Source: an optimization exercise on an open RTL-to-GDS flow (aim: small area and a short achievable clock period). Production flows keep margins and buffers that such runs may drop.
RTL that was checked went through simulation tests only; none was proved equivalent to the original.
The clock port is modelled as an ideal driver, which makes a skipped or thinned clock tree look cheaper than it is; a real chip needs a root buffer or a tree.
Power is estimated from default activity; no workload was simulated.

==> inputs of v31 <==
==> flow/design.v <==
module log2 #(
  parameter int FRAC_W = 5,
  parameter int MANT_W = 16
) (
  input  logic              clk,
  input  logic              rst_n,
  input  logic [7:0]        x,
  input  logic              validx,
  output logic [FRAC_W+2:0] y,
  output logic              validy
);
  logic [9:0] nrm;
  logic a20, a21, a22, a24, a25, a26, a27, a28, a29, a31;
  logic a32, a33, a34, a35, a36, a37, a38, a40, a42, a43;
  logic a44, a45, a46, a47, a48, a49, a50, a52, a53, a54;
  logic a55, a56, a57, a58, a59, a60, a61, a62, a63, a64;
  logic a66, a67, a69, a70, a71, a72, a74, a75;
  assign nrm[0] = x[0] & x[7];
  assign a20 = x[6] & ~x[7];
  assign a21 = x[0] & a20;
  assign a22 = x[1] & x[7];
  assign nrm[1] = a21 | a22;
  assign a24 = ~x[6] & ~x[7];
  assign a25 = x[5] & a24;
  assign a26 = x[0] & a25;
  assign a27 = x[1] & a20;
  assign a28 = x[2] & x[7];
  assign a29 = ~a27 & ~a28;
  assign nrm[2] = a26 | ~a29;
  assign a31 = x[1] & a25;
  assign a32 = x[0] & x[4];
  assign a33 = ~x[5] & a32;
  assign a34 = a24 & a33;
  assign a35 = x[2] & a20;
  assign a36 = x[3] & x[7];
  assign a37 = ~a35 & ~a36;
  assign a38 = ~a34 & a37;
  assign nrm[3] = a31 | ~a38;
  assign a40 = ~x[4] & ~x[5];
  assign nrm[9] = ~a24 | ~a40;
  assign a42 = x[0] & ~nrm[9];
  assign a43 = ~a20 & ~a42;
  assign a44 = x[3] & ~a43;
  assign a45 = x[1] & ~x[5];
  assign a46 = ~x[6] & a45;
  assign a47 = ~x[7] & ~a46;
  assign a48 = x[4] & ~a47;
  assign a49 = x[2] & a25;
  assign a50 = ~a48 & ~a49;
  assign nrm[4] = a44 | ~a50;
  assign a52 = x[1] & ~nrm[9];
  assign a53 = ~x[5] & ~a52;
  assign a54 = x[3] & ~x[6];
  assign a55 = ~x[7] & ~a54;
  assign a56 = ~a53 & ~a55;
  assign a57 = x[0] & ~x[3];
  assign a58 = ~nrm[9] & a57;
  assign a59 = x[4] & ~x[7];
  assign a60 = ~a58 & ~a59;
  assign a61 = ~x[5] & ~x[7];
  assign a62 = x[2] & a61;
  assign a63 = ~x[6] & ~a62;
  assign a64 = ~a60 & ~a63;
  assign nrm[5] = a56 | a64;
  assign a66 = a53 & a55;
  assign a67 = a60 & a63;
  assign nrm[6] = ~a66 & ~a67;
  assign a69 = x[1] & ~x[2];
  assign a70 = ~x[3] & ~a69;
  assign a71 = ~x[4] & ~a70;
  assign a72 = a61 & ~a71;
  assign nrm[7] = ~a20 & ~a72;
  assign a74 = ~x[2] & ~x[3];
  assign a75 = a40 & ~a74;
  assign nrm[8] = ~a24 | a75;
  localparam logic [6:0] MINV = 7'b0000000;
  logic [2:0] e_q;
  logic [6:0] m_q;
  logic       v_q;
  always_ff @(posedge clk) begin
    e_q <= nrm[9:7];
    m_q <= nrm[6:0] ^ MINV;
    v_q <= rst_n & validx;
  end
  logic [4:0] f;
  logic [6:0] m;
  assign m = m_q ^ MINV;
  logic b13, b14, b15, b16, b17, b18, b19, b20, b21, b22;
  logic b23, b24, b25, b26, b27, b28, b29, b30, b31, b32;
  logic b33, b34, b35, b36, b37, b38, b39, b40, b41, b42;
  logic b43, b44, b45, b46, b47, b48, b49, b50, b51, b52;
  logic b53, b54, b55, b56, b57, b58, b59, b60, b61, b62;
  logic b63, b65, b66, b67, b68, b69, b70, b71, b72, b73;
  logic b75, b76, b77, b79, b80;
  assign b13 = m[1] & m[2];
  assign b14 = ~m[3] & ~b13;
  assign b15 = ~m[1] & m[2];
  assign b16 = m[0] & ~b15;
  assign b17 = ~m[1] & ~b16;
  assign b18 = b14 & ~b17;
  assign b19 = m[0] & m[1];
  assign b20 = ~m[2] & ~b19;
  assign b21 = m[1] & ~m[4];
  assign b22 = ~m[3] & b21;
  assign b23 = ~b20 & ~b22;
  assign b24 = ~b18 & ~b23;
  assign b25 = m[4] & ~b13;
  assign b26 = m[3] & m[4];
  assign b27 = m[5] & ~b26;
  assign b28 = ~b25 & b27;
  assign b29 = ~b24 & b28;
  assign b30 = ~m[0] & m[3];
  assign b31 = ~m[4] & ~m[5];
  assign b32 = ~b30 & b31;
  assign b33 = m[6] & ~b32;
  assign b34 = b13 & ~b33;
  assign b35 = m[6] & ~b34;
  assign b36 = ~b29 & b35;
  assign b37 = m[3] & ~m[5];
  assign b38 = b19 & ~b37;
  assign b39 = ~m[2] & ~b21;
  assign b40 = ~b27 & b39;
  assign b41 = ~b38 & b40;
  assign b42 = b36 & ~b41;
  assign b43 = m[3] & b16;
  assign b44 = ~m[4] & ~b43;
  assign b45 = ~m[5] & ~b44;
  assign b46 = b15 & ~b37;
  assign b47 = m[0] & b26;
  assign b48 = ~m[0] & ~m[3];
  assign b49 = ~m[4] & b48;
  assign b50 = m[1] & ~b49;
  assign b51 = ~b47 & ~b50;
  assign b52 = ~m[2] & ~b51;
  assign b53 = ~b46 & ~b52;
  assign b54 = ~b45 & b53;
  assign b55 = ~m[1] & ~m[2];
  assign b56 = b25 & ~b55;
  assign b57 = ~m[6] & ~b47;
  assign b58 = ~b56 & b57;
  assign b59 = ~m[5] & ~b58;
  assign b60 = b15 & ~b48;
  assign b61 = b59 & ~b60;
  assign b62 = ~m[6] & ~b61;
  assign b63 = ~b54 & b62;
  assign f[0] = b42 | b63;
  assign b65 = m[5] & ~b36;
  assign b66 = ~b59 & ~b65;
  assign b67 = ~m[3] & ~b34;
  assign b68 = m[3] & b34;
  assign b69 = ~b67 & ~b68;
  assign b70 = ~b66 & ~b69;
  assign b71 = m[2] & b37;
  assign b72 = b66 & ~b71;
  assign b73 = ~b14 & b72;
  assign f[1] = b70 | b73;
  assign b75 = ~b67 & ~b72;
  assign b76 = m[4] & b75;
  assign b77 = ~m[4] & ~b75;
  assign f[2] = ~b76 & ~b77;
  assign b79 = m[5] & b76;
  assign b80 = ~m[5] & ~b76;
  assign f[3] = ~b79 & ~b80;
  assign f[4] = m[6] | b79;
  always_ff @(posedge clk) begin
    y      <= {e_q, f};
    validy <= rst_n & v_q;
  end
endmodule
==> flow/flow/run.sh <==
#!/bin/bash
# Layout flow: the standard ORFS flow (standard.sh) with two changes:
#  - synthesis is the standard flow's own script, except that its final ABC mapping call
#    uses flow/abc_map.script (area-oriented mapping of the AND/inverter
#    network in the RTL) in place of ORFS's speed script;
#    Yosys's own quick ABC pass inside synth is skipped (SYNTH_ARGS -noabc)
#    so that this mapping starts from the RTL's network, and the
#    half/full-adder extraction is left out (ADDER_MAP_FILE empty);
#  - the port buffers that global placement inserts are buf_1 cells;
#  - after CTS, flow/clock_one_buffer.tcl replaces the clock tree with one
#    clock buffer driving all the registers (there are only 20).
# Each step's full output goes to a log file in this folder, and ORFS's own
# per-step logs stay under orfs/logs/.
set -euo pipefail
W=$PWD
F=$W/flow

# Synthesis script: synth_recipe.tcl with the abc call redirected.
{
  head -n 1 synth_recipe.tcl
  cat <<TCL
proc abc {args} {
  set i [lsearch -exact \$args -script]
  if {[file exists {$F/abc_stage1.script}]} {
    # The logic feeding the first-stage registers (the cone of wire nrm)
    # is mapped first, with its own script.
    set a1 \$args
    lset a1 [expr {\$i + 1}] {$F/abc_stage1.script}
    yosys abc {*}\$a1 w:nrm %ci*
  }
  lset args [expr {\$i + 1}] {$F/abc_map.script}
  yosys abc {*}\$args
}
TCL
  tail -n +2 synth_recipe.tcl
} > own_synth.tcl

VARS=(
  "SYNTH_SCRIPT=$W/own_synth.tcl"
  "BUFFER_PORTS_ARGS=-buffer_cell sky130_fd_sc_hd__buf_1"
  "ADDER_MAP_FILE="
  "SYNTH_ARGS=-noabc"
  "POST_CTS_TCL=$F/clock_one_buffer.tcl"
  "CLOCK_ONE_BUFFER_CELL=sky130_fd_sc_hd__clkbuf_8"
)
bash standard.sh "${VARS[@]}" synth > synth.log 2>&1
bash standard.sh "${VARS[@]}" finish > layout.log 2>&1
==> flow/flow/abc_map.script <==
strash
amap
topo
buffer -p
upsize -D 1300
dnsize -D 1300
==> flow/flow/abc_stage1.script <==
strash
map -D 500
topo
buffer -p
upsize -D 500
dnsize -D 500
==> flow/flow/clock_one_buffer.tcl <==
# POST_CTS_TCL hook: the design has only a few registers, so CTS's two-level
# tree (a root buffer, leaf buffers and dummy loads) is replaced by a single
# clock buffer that drives every register's clock pin; every register still
# gets its clock through a buffer, the same one for all.
set block [ord::get_db_block]
set port_net [[$block findBTerm clk] getNet]
set sinks {}
set tree {}
set tree_nets {}
set todo [list $port_net]
# Walk the clock network from the port: registers are sinks, everything else
# on it (buffers, inverters, dummy loads) belongs to the tree.
while {[llength $todo]} {
  set net [lindex $todo 0]
  set todo [lrange $todo 1 end]
  foreach it [$net getITerms] {
    if {![$it isInputSignal]} continue
    set inst [$it getInst]
    if {[[$inst getMaster] isSequential]} {
      lappend sinks $it
    } elseif {[lsearch $tree $inst] < 0} {
      lappend tree $inst
      foreach ot [$inst getITerms] {
        if {[$ot isOutputSignal] && [$ot getNet] ne "NULL"} {
          lappend todo [$ot getNet]
          lappend tree_nets [$ot getNet]
        }
      }
    }
  }
}
puts "clock_one_buffer: [llength $sinks] clock sinks, removing [llength $tree] tree cells"
set xs 0; set ys 0
foreach it $sinks {
  lassign [[$it getInst] getLocation] x y
  set xs [expr {$xs + $x}]; set ys [expr {$ys + $y}]
  $it disconnect
}
foreach inst $tree { odb::dbInst_destroy $inst }
foreach net [lsort -unique $tree_nets] { odb::dbNet_destroy $net }
set master [[ord::get_db] findMaster $::env(CLOCK_ONE_BUFFER_CELL)]
set buf [odb::dbInst_create $block $master clkbuf_0_clk]
set net [odb::dbNet_create $block clknet_0_clk]
$net setSigType CLOCK
[$buf findITerm A] connect $port_net
[$buf findITerm X] connect $net
foreach it $sinks { $it connect $net }
set n [llength $sinks]
$buf setLocation [expr {int($xs / $n)}] [expr {int($ys / $n)}]
$buf setPlacementStatus PLACED
detailed_placement
check_placement -verbose
estimate_parasitics -placement
report_clock_skew

# Optionally give the input ports' buffers a stronger cell of the same
# function (the paths from the inputs are the design's longest).
if {[info exists ::env(INPUT_BUF_CELL)] && $::env(INPUT_BUF_CELL) ne ""} {
  set bm [[ord::get_db] findMaster $::env(INPUT_BUF_CELL)]
  foreach bt [$block getBTerms] {
    if {[$bt getIoType] ne "INPUT" || [$bt getName] eq "clk"} continue
    foreach it [[$bt getNet] getITerms] {
      set inst [$it getInst]
      if {[string match "sky130_fd_sc_hd__buf_*" [[$inst getMaster] getName]]} { $inst swapMaster $bm }
    }
  }
  detailed_placement
  estimate_parasitics -placement
}
==> flow/standard.sh <==
#!/bin/bash
# synth_recipe.tcl (not shown) runs the flow's synth.tcl, then flattens the netlist and writes it again
# the make line also repeats each setting of config.mk as NAME=value (left out here)
make -C /OpenROAD-flow-scripts/flow DESIGN_CONFIG=/design/flow/config.mk WORK_HOME=/design/flow/orfs CLKGATE_MAP_FILE= SYNTH_SCRIPT=/design/flow/synth_recipe.tcl "${@:-finish}"
==> flow/config.mk <==
export PLATFORM = sky130hd
export DESIGN_NAME = log2
export DESIGN_NICKNAME = log2
export VERILOG_FILES = /design/flow/design.v
export SDC_FILE = /design/flow/constraint.sdc
export NUM_CORES = 4
export LEC_CHECK = 0
export CAP_MARGIN = 20
export CORE_AREA = 2 2 62 62
export DIE_AREA = 0 0 64 64
export PLACE_DENSITY = 0.6
export SETUP_SLACK_MARGIN = 0
export SLEW_MARGIN = 20
==> flow/constraint.sdc <==
create_clock -name core_clock -period 7.0 [get_ports {clk}]
set_input_delay 1.4000 -clock core_clock [delete_from_list [all_inputs] [get_ports {clk}]]
set_output_delay 1.4000 -clock core_clock [all_outputs]
set_load 0.01 [all_outputs]
==> v24: changes against v31 <==
--- a/flow/design.v
+++ b/flow/design.v
@@ -89,78 +89,83 @@
   logic b23, b24, b25, b26, b27, b28, b29, b30, b31, b32;
   logic b33, b34, b35, b36, b37, b38, b39, b40, b41, b42;
-  logic b43, b44, b45, b46, b47, b48, b49, b50, b51, b52;
-  logic b53, b54, b55, b56, b57, b58, b59, b60, b61, b62;
-  logic b63, b65, b66, b67, b68, b69, b70, b71, b72, b73;
-  logic b75, b76, b77, b79, b80;
+  logic b43, b44, b45, b46, b47, b48, b49, b51, b52, b53;
+  logic b54, b55, b56, b57, b58, b59, b60, b61, b62, b63;
+  logic b64, b65, b66, b67, b68, b69, b70, b71, b72, b73;
+  logic b74, b75, b76, b77, b78, b79, b80, b83, b84, b86;
   assign b13 = m[1] & m[2];
   assign b14 = ~m[3] & ~b13;
-  assign b15 = ~m[1] & m[2];
-  assign b16 = m[0] & ~b15;
-  assign b17 = ~m[1] & ~b16;
-  assign b18 = b14 & ~b17;
-  assign b19 = m[0] & m[1];
-  assign b20 = ~m[2] & ~b19;
-  assign b21 = m[1] & ~m[4];
-  assign b22 = ~m[3] & b21;
-  assign b23 = ~b20 & ~b22;
-  assign b24 = ~b18 & ~b23;
-  assign b25 = m[4] & ~b13;
-  assign b26 = m[3] & m[4];
-  assign b27 = m[5] & ~b26;
-  assign b28 = ~b25 & b27;
-  assign b29 = ~b24 & b28;
-  assign b30 = ~m[0] & m[3];
-  assign b31 = ~m[4] & ~m[5];
-  assign b32 = ~b30 & b31;
-  assign b33 = m[6] & ~b32;
-  assign b34 = b13 & ~b33;
-  assign b35 = m[6] & ~b34;
-  assign b36 = ~b29 & b35;
-  assign b37 = m[3] & ~m[5];
-  assign b38 = b19 & ~b37;
-  assign b39 = ~m[2] & ~b21;
-  assign b40 = ~b27 & b39;
-  assign b41 = ~b38 & b40;
-  assign b42 = b36 & ~b41;
-  assign b43 = m[3] & b16;
-  assign b44 = ~m[4] & ~b43;
-  assign b45 = ~m[5] & ~b44;
-  assign b46 = b15 & ~b37;
-  assign b47 = m[0] & b26;
-  assign b48 = ~m[0] & ~m[3];
-  assign b49 = ~m[4] & b48;
-  assign b50 = m[1] & ~b49;
-  assign b51 = ~b47 & ~b50;
-  assign b52 = ~m[2] & ~b51;
-  assign b53 = ~b46 & ~b52;
-  assign b54 = ~b45 & b53;
-  assign b55 = ~m[1] & ~m[2];
-  assign b56 = b25 & ~b55;
-  assign b57 = ~m[6] & ~b47;
-  assign b58 = ~b56 & b57;
-  assign b59 = ~m[5] & ~b58;
-  assign b60 = b15 & ~b48;
-  assign b61 = b59 & ~b60;
-  assign b62 = ~m[6] & ~b61;
-  assign b63 = ~b54 & b62;
-  assign f[0] = b42 | b63;
-  assign b65 = m[5] & ~b36;
-  assign b66 = ~b59 & ~b65;
-  assign b67 = ~m[3] & ~b34;
-  assign b68 = m[3] & b34;
-  assign b69 = ~b67 & ~b68;
-  assign b70 = ~b66 & ~b69;
-  assign b71 = m[2] & b37;
-  assign b72 = b66 & ~b71;
-  assign b73 = ~b14 & b72;
-  assign f[1] = b70 | b73;
-  assign b75 = ~b67 & ~b72;
-  assign b76 = m[4] & b75;
-  assign b77 = ~m[4] & ~b75;
-  assign f[2] = ~b76 & ~b77;
-  assign b79 = m[5] & b76;
-  assign b80 = ~m[5] & ~b76;
-  assign f[3] = ~b79 & ~b80;
-  assign f[4] = m[6] | b79;
+  assign b15 = ~m[0] & ~m[1];
+  assign b16 = m[5] & ~b15;
+  assign b17 = m[3] & ~m[5];
+  assign b18 = ~m[3] & m[5];
+  assign b19 = ~b17 & ~b18;
+  assign b20 = m[2] & ~m[4];
+  assign b21 = ~b19 & ~b20;
+  assign b22 = ~b16 & b21;
+  assign b23 = m[4] & m[5];
+  assign b24 = b14 & b23;
+  assign b25 = m[6] & ~b24;
+  assign b26 = ~b22 & b25;
+  assign b27 = m[0] & m[1];
+  assign b28 = ~m[2] & ~b27;
+  assign b29 = ~m[4] & ~b28;
+  assign b30 = ~b14 & b19;
+  assign b31 = b29 & b30;
+  assign b32 = b26 & ~b31;
+  assign b33 = m[4] & ~m[5];
+  assign b34 = ~b13 & ~b33;
+  assign b35 = m[1] & b19;
+  assign b36 = ~b34 & b35;
+  assign b37 = m[2] & b33;
+  assign b38 = ~b15 & ~b34;
+  assign b39 = ~b19 & ~b38;
+  assign b40 = ~b37 & ~b39;
+  assign b41 = ~b36 & b40;
+  assign b42 = ~m[6] & ~b41;
+  assign b43 = ~b32 & ~b42;
+  assign b44 = ~b14 & b43;
+  assign b45 = m[2] & m[3];
+  assign b46 = ~b44 & ~b45;
+  assign b47 = ~m[4] & b46;
+  assign b48 = m[4] & ~b26;
+  assign b49 = ~b46 & b48;
+  assign f[2] = ~b47 & ~b49;
+  assign b51 = ~m[3] & b15;
+  assign b52 = m[2] & ~b27;
+  assign b53 = m[1] & ~m[4];
+  assign b54 = ~m[5] & b53;
+  assign b55 = ~b52 & b54;
+  assign b56 = ~b37 & ~b55;
+  assign b57 = ~b51 & ~b56;
+  assign b58 = b14 & ~b57;
+  assign b59 = ~f[2] & ~b58;
+  assign b60 = ~b19 & b44;
+  assign b61 = b17 & b52;
+  assign b62 = b19 & ~b43;
+  assign b63 = ~b61 & ~b62;
+  assign b64 = ~b60 & b63;
+  assign b65 = ~b28 & ~b64;
+  assign b66 = ~m[1] & ~m[2];
+  assign b67 = m[5] & ~m[6];
+  assign b68 = b66 & b67;
+  assign b69 = ~b26 & ~b68;
+  assign b70 = ~b65 & ~b69;
+  assign b71 = ~b59 & b70;
+  assign b72 = ~b57 & b69;
+  assign b73 = ~b64 & b72;
+  assign b74 = m[3] & ~b15;
+  assign b75 = ~b27 & ~b74;
+  assign b76 = ~m[2] & ~b75;
+  assign b77 = ~m[6] & ~b52;
+  assign b78 = ~b76 & b77;
+  assign b79 = ~f[2] & b78;
+  assign b80 = ~b73 & ~b79;
+  assign f[0] = ~b71 & b80;
+  assign f[1] = ~b43 & ~b61;
+  assign b83 = ~m[5] & ~b49;
+  assign b84 = m[5] & b49;
+  assign f[3] = ~b83 & ~b84;
+  assign b86 = ~b14 & b23;
+  assign f[4] = m[6] | b86;
   always_ff @(posedge clk) begin
     y      <= {e_q, f};
==> flow/flow/abc_map.script (replaced) <==
strash
amap
topo
--- a/flow/config.mk
+++ b/flow/config.mk
@@ -10,4 +10,4 @@
 export DIE_AREA = 0 0 64 64
 export PLACE_DENSITY = 0.6
-export SETUP_SLACK_MARGIN = 0
+export SETUP_SLACK_MARGIN = 4.7
 export SLEW_MARGIN = 20
removed: flow/flow/abc_stage1.script
==> v6: changes against v31 <==
==> flow/flow/abc_map.script (replaced) <==
strash
amap
topo
--- a/flow/config.mk
+++ b/flow/config.mk
@@ -10,4 +10,4 @@
 export DIE_AREA = 0 0 64 64
 export PLACE_DENSITY = 0.6
-export SETUP_SLACK_MARGIN = 0
+export SETUP_SLACK_MARGIN = 4.85
 export SLEW_MARGIN = 20
removed: flow/flow/abc_stage1.script
==> v27: changes against v31 <==
--- a/flow/design.v
+++ b/flow/design.v
@@ -12,8 +12,9 @@
   logic [9:0] nrm;
   logic a20, a21, a22, a24, a25, a26, a27, a28, a29, a31;
-  logic a32, a33, a34, a35, a36, a37, a38, a40, a42, a43;
-  logic a44, a45, a46, a47, a48, a49, a50, a52, a53, a54;
-  logic a55, a56, a57, a58, a59, a60, a61, a62, a63, a64;
-  logic a66, a67, a69, a70, a71, a72, a74, a75;
+  logic a32, a33, a34, a35, a36, a37, a38, a39, a40, a41;
+  logic a43, a44, a45, a46, a48, a49, a50, a51, a52, a53;
+  logic a54, a56, a57, a58, a59, a60, a61, a62, a63, a64;
+  logic a65, a66, a67, a68, a70, a71, a72, a73, a74, a75;
+  logic a77, a78, a79, a80, a81, a82, a84, a85;
   assign nrm[0] = x[0] & x[7];
   assign a20 = x[6] & ~x[7];
@@ -22,56 +23,66 @@
   assign nrm[1] = a21 | a22;
   assign a24 = ~x[6] & ~x[7];
-  assign a25 = x[5] & a24;
-  assign a26 = x[0] & a25;
+  assign a25 = x[0] & x[5];
+  assign a26 = a24 & a25;
   assign a27 = x[1] & a20;
   assign a28 = x[2] & x[7];
   assign a29 = ~a27 & ~a28;
   assign nrm[2] = a26 | ~a29;
-  assign a31 = x[1] & a25;
-  assign a32 = x[0] & x[4];
-  assign a33 = ~x[5] & a32;
-  assign a34 = a24 & a33;
-  assign a35 = x[2] & a20;
-  assign a36 = x[3] & x[7];
-  assign a37 = ~a35 & ~a36;
-  assign a38 = ~a34 & a37;
-  assign nrm[3] = a31 | ~a38;
-  assign a40 = ~x[4] & ~x[5];
-  assign nrm[9] = ~a24 | ~a40;
-  assign a42 = x[0] & ~nrm[9];
-  assign a43 = ~a20 & ~a42;
-  assign a44 = x[3] & ~a43;
-  assign a45 = x[1] & ~x[5];
-  assign a46 = ~x[6] & a45;
-  assign a47 = ~x[7] & ~a46;
-  assign a48 = x[4] & ~a47;
-  assign a49 = x[2] & a25;
-  assign a50 = ~a48 & ~a49;
-  assign nrm[4] = a44 | ~a50;
-  assign a52 = x[1] & ~nrm[9];
-  assign a53 = ~x[5] & ~a52;
-  assign a54 = x[3] & ~x[6];
-  assign a55 = ~x[7] & ~a54;
-  assign a56 = ~a53 & ~a55;
-  assign a57 = x[0] & ~x[3];
-  assign a58 = ~nrm[9] & a57;
-  assign a59 = x[4] & ~x[7];
-  assign a60 = ~a58 & ~a59;
-  assign a61 = ~x[5] & ~x[7];
-  assign a62 = x[2] & a61;
-  assign a63 = ~x[6] & ~a62;
-  assign a64 = ~a60 & ~a63;
-  assign nrm[5] = a56 | a64;
-  assign a66 = a53 & a55;
-  assign a67 = a60 & a63;
-  assign nrm[6] = ~a66 & ~a67;
-  assign a69 = x[1] & ~x[2];
-  assign a70 = ~x[3] & ~a69;
-  assign a71 = ~x[4] & ~a70;
-  assign a72 = a61 & ~a71;
-  assign nrm[7] = ~a20 & ~a72;
-  assign a74 = ~x[2] & ~x[3];
-  assign a75 = a40 & ~a74;
-  assign nrm[8] = ~a24 | a75;
+  assign a31 = x[1] & x[5];
+  assign a32 = ~x[6] & a31;
+  assign a33 = x[2] & x[6];
+  assign a34 = ~a32 & ~a33;
+  assign a35 = ~x[7] & ~a34;
+  assign a36 = x[4] & ~x[7];
+  assign a37 = ~x[5] & ~x[6];
+  assign a38 = x[0] & a37;
+  assign a39 = a36 & a38;
+  assign a40 = x[3] & x[7];
+  assign a41 = ~a39 & ~a40;
+  assign nrm[3] = a35 | ~a41;
+  assign a43 = x[1] & a37;
+  assign a44 = ~x[7] & ~a43;
+  assign a45 = x[4] & ~a44;
+  assign a46 = ~x[4] & ~x[5];
+  assign nrm[9] = ~a24 | ~a46;
+  assign a48 = x[0] & x[3];
+  assign a49 = ~nrm[9] & a48;
+  assign a50 = x[2] & x[5];
+  assign a51 = a24 & a50;
+  assign a52 = x[3] & a20;
+  assign a53 = ~a51 & ~a52;
+  assign a54 = ~a49 & a53;
+  assign nrm[4] = a45 | ~a54;
+  assign a56 = x[0] & ~x[3];
+  assign a57 = a37 & a56;
+  assign a58 = ~x[4] & ~a57;
+  assign a59 = x[2] & ~x[5];
+  assign a60 = ~x[6] & ~a59;
+  assign a61 = ~x[7] & ~a60;
+  assign a62 = ~a58 & a61;
+  assign a63 = x[3] & ~x[6];
+  assign a64 = ~x[7] & ~a63;
+  assign a65 = x[1] & ~x[4];
+  assign a66 = a24 & a65;
+  assign a67 = ~x[5] & ~a66;
+  assign a68 = ~a64 & ~a67;
+  assign nrm[5] = a62 | a68;
+  assign a70 = ~nrm[9] & a56;
+  assign a71 = ~x[7] & a59;
+  assign a72 = ~x[6] & ~a36;
+  assign a73 = ~a71 & a72;
+  assign a74 = ~a70 & a73;
+  assign a75 = a64 & a67;
+  assign nrm[6] = ~a74 & ~a75;
+  assign a77 = x[1] & ~x[2];
+  assign a78 = ~x[3] & ~a77;
+  assign a79 = ~x[4] & ~x[6];
+  assign a80 = ~a78 & a79;
+  assign a81 = x[5] & ~x[6];
+  assign a82 = ~x[7] & ~a81;
+  assign nrm[7] = a80 | ~a82;
+  assign a84 = ~x[2] & ~x[3];
+  assign a85 = a46 & ~a84;
+  assign nrm[8] = ~a24 | a85;
   localparam logic [6:0] MINV = 7'b0000000;
   logic [2:0] e_q;
==> flow/flow/abc_map.script (replaced) <==
strash
amap
topo
buffer -p
upsize -D 1400
dnsize -D 1400
==> flow/flow/abc_stage1.script (replaced) <==
strash
map -D 400
topo
buffer -p
upsize -D 400
dnsize -D 400
--- a/flow/config.mk
+++ b/flow/config.mk
@@ -10,4 +10,4 @@
 export DIE_AREA = 0 0 64 64
 export PLACE_DENSITY = 0.6
-export SETUP_SLACK_MARGIN = 0
+export SETUP_SLACK_MARGIN = 4.7
 export SLEW_MARGIN = 20
==> run_summary.xml <==
<?xml version="1.0" encoding="UTF-8"?>
<metrics>
  <group name="critical_path">
    <metric name="cpPeakStageDelay" unit="ps">320</metric>
    <metric name="timing.rr.end" unit="">y[3]$_DFF_P_</metric>
    <metric name="data_arrival_time_at_the_worst_slack_endpoint" unit="ps">2180</metric>
    <metric name="worst_path_max_delay_cell" unit="">sky130_fd_sc_hd__buf_1</metric>
    <metric name="worstSetupStartpoint" unit="">x[6]</metric>
    <metric name="worst_r2r_path_depth" unit="">11</metric>
  </group>
  <group name="clock_network">
    <metric name="worst_setup_hold_path_clk_slew" unit="ps">110</metric>
  </group>
  <group name="layout">
    <metric name="nNetsFinal" unit="">145</metric>
    <metric name="layout-area-overhead-vs-synth" unit="%">12.6</metric>
    <metric name="multi_input_cells" unit="">74</metric>
  </group>
  <group name="synth">
    <metric name="synthTopCellsByArea" unit="">sky130_fd_sc_hd__dfxtp_1 44%, sky130_fd_sc_hd__inv_1 7.0%, sky130_fd_sc_hd__o21ai_0 6.6%, sky130_fd_sc_hd__a21oi_1 4.4%, sky130_fd_sc_hd__nand2_1 3.7%</metric>
  </group>
  <group name="sta">
    <metric name="max_slew_headroom" unit="%">72.9</metric>
    <metric name="whs" unit="ps">337</metric>
  </group>
  <group name="pwr">
    <metric name="powerDensity" unit="mW/mm²">212</metric>
  </group>
  <group name="run_status">
    <metric name="run_status" unit="">no timing/DRC/antenna violations</metric>
  </group>
</metrics>
[end of results for v27]
==> run_summary.xml <==
<?xml version="1.0" encoding="UTF-8"?>
<metrics>
  <group name="run_status">
    <metric name="run_status" unit="">no timing/DRC/antenna violations</metric>
  </group>
  <group name="critical_path">
    <metric name="worst_r2r_path_depth" unit="">11</metric>
    <metric name="worstSetupStartpoint" unit="">m_q[5]$_DFF_P_</metric>
    <metric name="data_arrival_time_at_the_worst_slack_endpoint" unit="ps">2360</metric>
    <metric name="timing.rr.end" unit="">y[0]$_DFF_P_</metric>
    <metric name="cpPeakStageDelay" unit="ps">410</metric>
    <metric name="worst_path_max_delay_cell" unit="">sky130_fd_sc_hd__dfxtp_4</metric>
  </group>
  <group name="pwr">
    <metric name="powerDensity" unit="mW/mm²">223</metric>
  </group>
  <group name="sta">
    <metric name="max_slew_headroom" unit="%">69.7</metric>
  </group>
  <group name="layout">
    <metric name="layout-area-overhead-vs-synth" unit="%">27.6</metric>
    <metric name="multi_input_cells" unit="">66</metric>
    <metric name="nNetsFinal" unit="">137</metric>
  </group>
  <group name="floorplanning">
    <metric name="core" unit="mm²">0.00339</metric>
  </group>
  <group name="clock_network">
    <metric name="worst_setup_hold_path_clk_slew" unit="ps">110</metric>
  </group>
</metrics>
[end of results for v24]
==> run_summary.xml <==
<?xml version="1.0" encoding="UTF-8"?>
<metrics>
  <group name="critical_path">
    <metric name="timing.rr.end" unit="">y[3]$_DFF_P_</metric>
    <metric name="worstSetupStartpoint" unit="">x[7]</metric>
    <metric name="worst_r2r_path_depth" unit="">11</metric>
    <metric name="data_arrival_time_at_the_worst_slack_endpoint" unit="ps">2140</metric>
    <metric name="worst_path_max_delay_cell" unit="">sky130_fd_sc_hd__a222oi_1</metric>
  </group>
  <group name="layout">
    <metric name="layout-area-overhead-vs-synth" unit="%">29.7</metric>
    <metric name="multi_input_cells" unit="">65</metric>
  </group>
  <group name="sta">
    <metric name="max_slew_headroom" unit="%">78.8</metric>
    <metric name="layout_setup_ws" unit="ps">4920</metric>
    <metric name="whs" unit="ps">337</metric>
    <metric name="min_period" unit="ps">2080</metric>
  </group>
  <group name="global_routing">
    <metric name="grt_pass1_wl" unit="mm">2.89</metric>
  </group>
  <group name="synth">
    <metric name="synthTopCellsByArea" unit="">sky130_fd_sc_hd__dfxtp_1 48%, sky130_fd_sc_hd__clkinv_1 8.6%, sky130_fd_sc_hd__o21ai_0 7.8%, sky130_fd_sc_hd__nor2_1 5.9%, sky130_fd_sc_hd__a21oi_1 3.6%</metric>
  </group>
  <group name="pwr">
    <metric name="powerDensity" unit="mW/mm²">208</metric>
  </group>
  <group name="run_status">
    <metric name="run_status" unit="">no timing/DRC/antenna violations</metric>
  </group>
  <group name="clock_network">
    <metric name="worst_setup_hold_path_clk_slew" unit="ps">100</metric>
  </group>
  <group name="worst_hold_path">
    <metric name="min_delay_path_depth" unit="">0</metric>
  </group>
  <group name="floorplanning">
    <metric name="floorplan.initialDensity" unit="%">24.5</metric>
  </group>
</metrics>
[end of results for v6]
==> run_summary.xml <==
<?xml version="1.0" encoding="UTF-8"?>
<metrics>
  <group name="run_status">
    <metric name="run_status" unit="">no timing/DRC/antenna violations</metric>
  </group>
  <group name="critical_path">
    <metric name="timing.rr.end" unit="">y[3]$_DFF_P_</metric>
    <metric name="worst_r2r_path_depth" unit="">8</metric>
    <metric name="worst_path_max_delay_cell" unit="">sky130_fd_sc_hd__buf_1</metric>
    <metric name="worstSetupStartpoint" unit="">x[7]</metric>
    <metric name="data_arrival_time_at_the_worst_slack_endpoint" unit="ps">2180</metric>
    <metric name="cpPeakStageDelay" unit="ps">310</metric>
    <metric name="critPathKind" unit="">in2reg</metric>
  </group>
  <group name="layout">
    <metric name="seq_share" unit="%">39.0</metric>
    <metric name="layout-area-overhead-vs-synth" unit="%">15.2</metric>
    <metric name="multi_input_cells" unit="">67</metric>
  </group>
  <group name="pwr">
    <metric name="power.group.top" unit="">registers</metric>
    <metric name="power.sequential.fraction" unit="%">59.4</metric>
  </group>
  <group name="sta">
    <metric name="max_slew_headroom" unit="%">74.0</metric>
    <metric name="whs" unit="ps">338</metric>
  </group>
  <group name="synth">
    <metric name="synthTopCellsByArea" unit="">sky130_fd_sc_hd__dfxtp_1 45%, sky130_fd_sc_hd__o21ai_0 5.1%, sky130_fd_sc_hd__inv_1 5.1%, sky130_fd_sc_hd__nand2_1 3.8%, sky130_fd_sc_hd__a31oi_1 3.5%</metric>
  </group>
  <group name="clock_network">
    <metric name="worst_setup_hold_path_clk_slew" unit="ps">110</metric>
  </group>
</metrics>
[end of results for v31]
Function not checked in v24 and v27: the RTL went through the layout flow alone. In every run of this note, the design's own scripts or RTL, not TritonCTS, make the clock network.

==> what the ideal ports hide <==
The results above use ideal ports. As a check the final layouts listed here were re-extracted and re-timed, cells and wires unchanged.
Step 1 sets driving cells, clkbuf_16 on the clock port and buf_2 on the other inputs (assumed; they add their load-dependent delay and slew).
Step 2 times the ports against the registers' clock, not the clock port: input delays grow and output delays shrink by t, the midpoint of the rising clock arrivals with the driver on.
Slacks: ideal ports / drivers / drivers and shift; pairs: ideal ports / drivers.
run	shift t [ns]	setup WS [ns]	slew at the worst register clock pin (ns)
v31	0.182	4.865 / 4.864 / 4.681	0.11 / 0.11
v24	0.184	4.738 / 4.738 / 4.630	0.11 / 0.11
v6	0.177	4.917 / 4.904 / 4.727	0.10 / 0.10
v27	0.182	4.873 / 4.873 / 4.690	0.11 / 0.11
After both steps setup and hold are still met in every run listed. For v6, which loses most, drivers alone change the setup slack by -0.013 ns; drivers and shift together by -0.190 ns.
